Source: an optimization exercise on an open RTL-to-GDS flow (aim: small area). Production flows keep margins and buffers that such runs may drop. Function was checked by simulation only, so behaviour that the tests miss may differ from the original.

## red
Design safe_bus_wrapper, start of the top module:
module safe_bus_wrapper (
  input  logic                                clk_i,
  input  logic                                rst_ni,
  input  logic [3*70-1:0] hart_instr_req_i,
  output logic [3*34-1:0] hart_instr_rsp_o,
  input  logic [3*70-1:0] hart_data_req_i,
  output logic [3*34-1:0] hart_data_rsp_o,
  output logic [3*70-1:0] mem_instr_req_o,
  input  logic [3*34-1:0] mem_instr_rsp_i,
  output logic [3*70-1:0] mem_data_req_o,
  input  logic [3*34-1:0] mem_data_rsp_i,
  input  logic [3-1:0]             sleep_i,
  input  logic [8-1:0]              cfg_i,
  input  logic                                cfg_valid_i,
  output logic                                tmr_error_o,
  output logic                                dmr_error_o,
  output logic [3-1:0]             tmr_error_id_o
);
  localparam int NH = 3;
  localparam int RQ = 70;
  localparam int RS = 34;
  localparam int DW = 32;
  logic          tmr_q;
  logic [NH-1:0] master_q;
  logic [NH-1:0] iso_q;      
  always_ff @(posedge clk_i or negedge rst_ni) begin
    if (!rst_ni) begin
      tmr_q    <= 1'b0;
      master_q <= 3'b001;
      iso_q    <= 3'b000;
  ...
==> flow/config.mk <==
export PLATFORM = sky130hd
export DESIGN_NAME = safe_bus_wrapper
export DESIGN_NICKNAME = safe_bus_wrapper
export VERILOG_FILES = /design/flow/design.v
export SDC_FILE = /design/flow/constraint.sdc
export NUM_CORES = 4
export LEC_CHECK = 0
export CAP_MARGIN = 20
export CORE_AREA = 10 10 460 460
export DIE_AREA = 0 0 470 470
export SLEW_MARGIN = 20
export SYNTH_HIERARCHICAL = 1
==> flow/constraint.sdc <==
create_clock -name core_clock -period 7.0 [get_ports {clk_i}]
set_input_delay 1.4000 -clock core_clock [delete_from_list [all_inputs] [get_ports {clk_i}]]
set_output_delay 1.4000 -clock core_clock [all_outputs]
set_load 0.01 [all_outputs]
standard.sh (not shown) runs the stock make flow with config.mk's settings and CLKGATE_MAP_FILE= SYNTH_SCRIPT=/design/flow/synth_recipe.tcl, a recipe that flattens the netlist after the stock synthesis.
==> flow/flow/run.sh <==
#!/bin/bash
# Own layout flow: the standard synthesis, gate sizing down to the
# smallest variant of each combinational cell, then the standard layout
# with one sky130_fd_sc_hd__buf_1 buffer on every input and output port.
set -euo pipefail
WORK=$(pwd)
RES=$WORK/orfs/results/$FLOW_PLATFORM/safe_bus_wrapper/base

bash standard.sh synth > log_1_synth.txt 2>&1

cat > downsize_run.tcl <<EOT
read_db $RES/1_synth.odb
source $WORK/flow/downsize.tcl
write_db $RES/1_synth.odb
EOT
openroad -no_init -exit downsize_run.tcl > log_2_downsize.txt 2>&1

export BUFFER_PORTS_ARGS="-buffer_cell sky130_fd_sc_hd__buf_1"
bash standard.sh > log_3_layout.txt 2>&1
==> flow/flow/downsize.tcl <==
# Gate sizing before floorplan: every combinational cell of the synthesized
# netlist goes to the smallest-area variant of its own function (same cell
# family, other drive strength); later repair steps size up where timing needs.
set db [ord::get_db]
set block [ord::get_db_block]
set masters {}
foreach lib [$db getLibs] {
  foreach m [$lib getMasters] {
    set n [$m getName]
    # The platform marks the low-power and probe cells do not use
    if {[regexp {lpflow|probe} $n]} { continue }
    if {[regexp {^(sky130_fd_sc_hd__.+)_([0-9]+)$} $n -> base drive]} {
      set area [expr {[$m getWidth] * [$m getHeight]}]
      if {![dict exists $masters $base] ||
          $area < [lindex [dict get $masters $base] 1] ||
          ($area == [lindex [dict get $masters $base] 1] &&
           $drive > [lindex [dict get $masters $base] 2])} {
        dict set masters $base [list $m $area $drive]
      }
    }
  }
}
set swapped 0
foreach inst [$block getInsts] {
  set m [$inst getMaster]
  set n [$m getName]
  # Registers and tie cells keep their cells
  if {[regexp {^sky130_fd_sc_hd__(df|dl|sdf|edf|conb)} $n]} { continue }
  if {![regexp {^(sky130_fd_sc_hd__.+)_([0-9]+)$} $n -> base drive]} { continue }
  if {![dict exists $masters $base]} { continue }
  set best [lindex [dict get $masters $base] 0]
  if {[$best getName] ne $n} {
    if {[$inst swapMaster $best]} { incr swapped } else { puts "could not swap [$inst getName] $n" }
  }
}
puts "downsized $swapped instances"
red: all stages complete, timing, DRC and antenna checks passed
diff inputs: red => blue
diff --git a/flow/design.v b/flow/design.v
--- a/flow/design.v
+++ b/flow/design.v
@@ -1,54 +1,40 @@
 `timescale 1ns/1ps
 `default_nettype none
 module maj3 (
   input  logic [2:0] r_i,
   output logic       y_o
 );
   assign y_o = (r_i[0] & r_i[1]) | (r_i[1] & r_i[2]) | (r_i[0] & r_i[2]);
 endmodule
-module inv1 (
+module diff2 (
   input  logic a_i,
+  input  logic b_i,
   output logic y_o
 );
-  assign y_o = ~a_i;
+  assign y_o = a_i ^ b_i;
 endmodule
 module req_slice (
   input  logic [2:0] r_i,      
   input  logic [2:0] own_i,    
   input  logic [2:0] maj_i,    
   output logic [2:0] m_o,      
-  output logic       maj_n_o   
+  output logic [2:0] odd_o     
 );
   logic maj;
   maj3 u_maj (.r_i(r_i), .y_o(maj));
-  inv1 u_inv (.a_i(maj), .y_o(maj_n_o));
+  for (genvar h = 0; h < 3; h++) begin : gen_h
+    diff2 u_diff (.a_i(r_i[h]), .b_i(maj), .y_o(odd_o[h]));
+  end
   assign m_o = (own_i & r_i) | (maj_i & {3{maj}});
-endmodule
-module odd_pair (
-  input  logic [1:0] r_i,
-  input  logic [1:0] maj_n_i,
-  output logic       up_n_o,
-  output logic       dn_o
-);
-  assign up_n_o = ~((r_i[0] & maj_n_i[0]) | (r_i[1] & maj_n_i[1]));
-  assign dn_o   = ~((r_i[0] | maj_n_i[0]) & (r_i[1] | maj_n_i[1]));
-endmodule
-module any_low #(
-  parameter int N = 2
-) (
-  input  logic [N-1:0] n_i,
-  output logic         y_o
-);
-  assign y_o = ~&n_i;
 endmodule
 module any_high #(
   parameter int N = 2
 ) (
   input  logic [N-1:0] p_i,
   output logic         y_o
 );
   assign y_o = |p_i;
 endmodule
 `default_nettype wire
 `timescale 1ns/1ps
 `default_nettype none
@@ -160,44 +146,43 @@
   assign maj_req   = {NH{tmr_q}} & master_q;
   assign own_rsp   = {NH{single}} | master_q;
   assign mst_rsp_n = own_rsp | iso;
   logic [NH-1:0] iso_prev_q;
   always_ff @(posedge clk_i or negedge rst_ni) begin
     if (!rst_ni) iso_prev_q <= '0;
     else         iso_prev_q <= iso;
   end
   logic [1:0][NH*RQ-1:0] hreq;
   logic [1:0][NH*RS-1:0] mrsp;
   logic [1:0][NH*RQ-1:0] mreq;
   logic [1:0][NH*RS-1:0] hrsp;
-  logic [2*RQ-1:0]       maj_n;
-  logic [NH-1:0][RQ-1:0] up_n, dn;
+  logic [NH-1:0][2*RQ-1:0] odd_bits;
   logic [NH-1:0]         odd;
   assign hreq[0] = hart_instr_req_i;
   assign hreq[1] = hart_data_req_i;
   assign mrsp[0] = mem_instr_rsp_i;
   assign mrsp[1] = mem_data_rsp_i;
   assign mem_instr_req_o  = mreq[0];
   assign mem_data_req_o   = mreq[1];
   assign hart_instr_rsp_o = hrsp[0];
   assign hart_data_rsp_o  = hrsp[1];
   for (genvar b = 0; b < 2; b++) begin : gen_bus
     localparam logic [DW-1:0] IsoRdata = (b == 0) ? 32'h10500073 : 32'h00000000;
     for (genvar k = 0; k < RQ; k++) begin : gen_req
       req_slice u_req (
         .r_i   ({hreq[b][2*RQ+k], hreq[b][RQ+k], hreq[b][k]}),
         .own_i (own_req),
         .maj_i (maj_req),
         .m_o   ({mreq[b][2*RQ+k], mreq[b][RQ+k], mreq[b][k]}),
-        .maj_n_o (maj_n[b*RQ+k])
+        .odd_o ({odd_bits[2][b*RQ+k], odd_bits[1][b*RQ+k], odd_bits[0][b*RQ+k]})
       );
     end
     logic [NH-1:0] hreq_v, rv_q;
     for (genvar h = 0; h < NH; h++) begin : gen_hart
       assign hreq_v[h] = hreq[b][h*RQ + 69];
     end
     for (genvar k = 0; k < DW; k++) begin : gen_rdata
       if (IsoRdata[k]) begin : g_one
         rsp_slice u_rsp (
           .m_i      ({mrsp[b][2*RS+k], mrsp[b][RS+k], mrsp[b][k]}),
           .master_i (master_q),
           .own_i    (own_rsp),
@@ -238,32 +223,19 @@
         if (!rst_ni) begin
           rv_q[h] <= 1'b0;
         end else if (!iso[h]) begin
           rv_q[h] <= (hreq_v[h] && hrsp[b][h*RS + 33]) ||
                      (rv_q[h] && !iso_prev_q[h] && !hrsp[b][h*RS + 32]);
         end else begin
           rv_q[h] <= hreq_v[h];
         end
       end
     end
   end
   for (genvar h = 0; h < NH; h++) begin : gen_odd
-    logic [2*RQ-1:0] rh;
-    logic            any_up, any_dn;
-    assign rh = {hreq[1][h*RQ +: RQ], hreq[0][h*RQ +: RQ]};
-    for (genvar k = 0; k < RQ; k++) begin : gen_pair
-      odd_pair u_pair (
-        .r_i     (rh[2*k +: 2]),
-        .maj_n_i (maj_n[2*k +: 2]),
-        .up_n_o  (up_n[h][k]),
-        .dn_o    (dn[h][k])
-      );
-    end
-    any_low  #(.N(RQ)) u_up (.n_i(up_n[h]), .y_o(any_up));
-    any_high #(.N(RQ)) u_dn (.p_i(dn[h]), .y_o(any_dn));
-    assign odd[h] = any_up | any_dn;
+    any_high #(.N(2*RQ)) u_odd (.p_i(odd_bits[h]), .y_o(odd[h]));
   end
   assign tmr_error_id_o = {NH{tmr_q}} & odd;
   assign tmr_error_o    = tmr_q && (|odd);
   assign dmr_error_o    = |(~iso_q & odd) && dmr;
 endmodule
 `default_nettype wire
==> run notes <==
- In summary, blue completed successfully, with a layout that passed the timing, design-rule and antenna checks.
- Run comparison: red capture point of the worst path tmr_error_o; blue capture point of the worst path dmr_error_o
- | layout cell share with drive strength beyond 1 | blue vs red | 5.2 points lower |
- On area of all placed cells without fillers, red beats blue.
- Final cell count: blue vs red down about 2.6%
- Per the comparison of blue with red, first-pass GRT wire length fell by 22000 um, clock skew fell by 0.0038 ns, worst setup slack fell by 0.032 ns.
- In the reports for blue and red, the larger met2 wirelength from detailed routing belongs to blue.
- On core utilization, blue and red are basically level.
- red has higher synthesis-to-finish area growth than blue.

[static timing again, ports no longer ideal]
The flow's constraints put no driver on any port. The routed layouts listed below were extracted and timed again, unchanged, in two steps.
Step 1 (the two cells are an assumption about what drives the block):
set clk [get_ports {clk_i}]
set_driving_cell -lib_cell sky130_fd_sc_hd__clkbuf_16 $clk
set_driving_cell -lib_cell sky130_fd_sc_hd__buf_2 [delete_from_list [all_inputs] $clk]
Step 2 adds t to the input delays and takes it off the output delays; t is the mean of the earliest and latest rising clock arrival at the registers after step 1. Input paths then give back, and output paths get back, about the clock's delay inside the block.
a / b / c = ideal ports / drivers / drivers and shift; a / b = the first two.
run | shift t [ns] | setup WS [ns] | worst data-port slew with drivers (ns) | pins driven straight from the clock port
red | 0.285 | 0.371 / 0.289 / 0.289 | 0.40 | 1
blue | 0.274 | 0.338 / 0.272 / 0.272 | 0.30 | 1
After both steps setup and hold are still met in every run listed. The setup slack of red, which loses most, moves by -0.082 ns with the drivers and by -0.082 ns with both steps.
